Source: an optimization exercise on an open RTL-to-GDS flow (aim: small area). Production flows keep margins and buffers that such runs may drop.
The RTL was checked by simulation tests, not by an equivalence proof against the original design.
Power and IR drop assume default switching activity.

before:
// imem_icache
module imem_icache #(
  parameter int ADDR_WIDTH     = 32,
  parameter int INST_WIDTH     = 32,
  parameter int LINES          = 16,
  parameter int WORDS_PER_LINE = 4
) (
  input  logic                  clk,
  input  logic                  rst,
  input  logic [ADDR_WIDTH-1:0] cpu_addr,
  input  logic                  cpu_read,
  output logic [INST_WIDTH-1:0] cpu_rdata,
  output logic                  cpu_stall,
  input  logic                  inv,
  output logic                  mem_req,
  output logic [ADDR_WIDTH-1:0] mem_addr,
  input  logic                  mem_gnt,
  input  logic                  mem_rvalid,
  input  logic [INST_WIDTH-1:0] mem_rdata
);
Size in the first run: roughly 5700 cells after synthesis.
==> flow/config.mk <==
export PLATFORM = sky130hd
export DESIGN_NAME = imem_icache
export DESIGN_NICKNAME = imem_icache
export VERILOG_FILES = /design/flow/design.v
export SDC_FILE = /design/flow/constraint.sdc
export NUM_CORES = 4
export LEC_CHECK = 0
export CAP_MARGIN = 30
export CORE_MARGIN = 2
export CORE_UTILIZATION = 65
export SLEW_MARGIN = 30
export SYNTH_HIERARCHICAL = 1
==> flow/constraint.sdc <==
create_clock -name core_clock -period 8.0 [get_ports {clk}]
set_input_delay 1.6000 -clock core_clock [delete_from_list [all_inputs] [get_ports {clk}]]
set_output_delay 1.6000 -clock core_clock [all_outputs]
set_load 0.01 [all_outputs]
standard.sh (not shown) runs the stock make flow with config.mk's settings and CLKGATE_MAP_FILE= SYNTH_SCRIPT=/design/flow/synth_recipe.tcl, a recipe that flattens the netlist after the stock synthesis.
==> flow/flow/run.sh <==
#!/bin/bash
# The standard layout (standard.sh, unchanged synthesis and steps) with two
# settings changed through ORFS's own variables:
#  - the input and output ports are buffered with buf_1 cells instead of the
#    default buffer cell;
#  - the clock tree clusters at most 25 sinks within 100 um per leaf buffer and
#    inserts no dummy loads.
# make's full output goes to standard.log; ORFS keeps each step's log under orfs/logs.
set -euo pipefail
export BUFFER_PORTS_ARGS="-buffer_cell sky130_fd_sc_hd__buf_1"
export CTS_ARGS="-sink_clustering_enable -repair_clock_nets -sink_clustering_size 25 -sink_clustering_max_diameter 100 -dont_use_dummy_load"
bash standard.sh > standard.log 2>&1
What after does differently from before at the input level:
-- flow/design.v --
<<< before, line 144
  logic [SW-1:0]         rslot, rstage;
  logic [7:0]            ra, rb, ran, rbn;
  logic [INST_WIDTH-1:0] ring_rd;
  assign rslot  = stall_q ? {lidx, loff_q} : {c_idx, c_off};
>>> after, line 144
  logic [SW-1:0]         rslot, rstage;
  logic [7:0]            ra, rb, ran, rbn;
  logic [NW-1:0]         rsel;     
  logic [INST_WIDTH-1:0] ring_rd;
  assign rslot  = stall_q ? {lidx, loff_q} : {c_idx, c_off};
<<< before, line 155
    end
  end
  logic [1:0][NW-1:0] rselh;
  for (genvar h = 0; h < 2; h++) begin : g_rsel
    for (genvar i = 0; i < NW; i++) begin : g_s
      if (((i / DSTEP) % 2) == 0) begin : g_t
        icg_nor2 u (.a(ran[i % 8]), .b(rbn[i / 8]), .y(rselh[h][i]));
      end else begin : g_i
        icg_nand2 u (.a(ra[i % 8]), .b(rb[i / 8]), .y(rselh[h][i]));
      end
    end
  end
>>> after, line 156
    end
  end
  for (genvar i = 0; i < NW; i++) begin : g_rsel
    if (((i / DSTEP) % 2) == 0) begin : g_t
      icg_nor2 u (.a(ran[i % 8]), .b(rbn[i / 8]), .y(rsel[i]));
    end else begin : g_i
      icg_nand2 u (.a(ra[i % 8]), .b(rb[i / 8]), .y(rsel[i]));
    end
  end
<<< before, line 169
    for (genvar i = 0; i < NW; i++) begin : g_col
      if (((i / DSTEP) % 2) == 0) begin : g_t
        assign st[(i / (2*DSTEP)) * DSTEP + i % DSTEP] = rselh[b / (INST_WIDTH / 2)][i];
        assign dt[(i / (2*DSTEP)) * DSTEP + i % DSTEP] = data_q[i][b];
      end else begin : g_i
        assign nsi[(i / (2*DSTEP)) * DSTEP + i % DSTEP] = rselh[b / (INST_WIDTH / 2)][i];
        assign di[(i / (2*DSTEP)) * DSTEP + i % DSTEP]  = data_q[i][b];
      end
>>> after, line 167
    for (genvar i = 0; i < NW; i++) begin : g_col
      if (((i / DSTEP) % 2) == 0) begin : g_t
        assign st[(i / (2*DSTEP)) * DSTEP + i % DSTEP] = rsel[i];
        assign dt[(i / (2*DSTEP)) * DSTEP + i % DSTEP] = data_q[i][b];
      end else begin : g_i
        assign nsi[(i / (2*DSTEP)) * DSTEP + i % DSTEP] = rsel[i];
        assign di[(i / (2*DSTEP)) * DSTEP + i % DSTEP]  = data_q[i][b];
      end
- All of after and before finish clean.
- after vs before: detailed-route wire length up
- Relative to before, global placer's final weighted congestion has increased by about 3.4% in after.
- Comparing after with before, the die boundary height came out essentially unchanged.
- Any difference in power between after and before is small enough to ignore.
- before has higher sequential share of layout area than after.
- Total global routing track utilization ended up 6.7 points higher on after than on before.
- Diff before -> after: share of power burned in combinational logic shows a reduction of 0.2 points, part of the Yosys area used for sequential elements shows an increase of 0.24 points.
- Of the two values seen for slowest cell on the critical path, nand2_2 was produced by after and nand2_1 by before.
- For the number of cell rows, after came in 0.82% lower than before did.

==> separate check: timing with driven ports <==
How much do the figures lean on ideal ports? The routed layouts below were timed once more, with nothing changed but the port constraints. Step 1 (the two cells are an assumption about what drives the block):
set clk [get_ports {clk}]
set_driving_cell -lib_cell sky130_fd_sc_hd__clkbuf_16 $clk
set_driving_cell -lib_cell sky130_fd_sc_hd__buf_2 [delete_from_list [all_inputs] $clk]
Step 2 also shifts input and output timing later by t, the mid clock arrival at the registers, as if the neighbouring blocks saw the same clock. a / b / c = ideal ports / drivers / drivers and shift; a / b = the first two.
run	shift t [ns]	setup slack, ns	clock arrival spread, ns
before	0.790	1.310 / 1.363 / 0.573	0.046 / 0.046
after	0.809	1.527 / 1.584 / 0.775	0.056 / 0.056
After both steps every run listed still meets setup and hold. The setup slack of after, which loses most, moves by +0.057 ns with the drivers and by -0.752 ns with both steps.
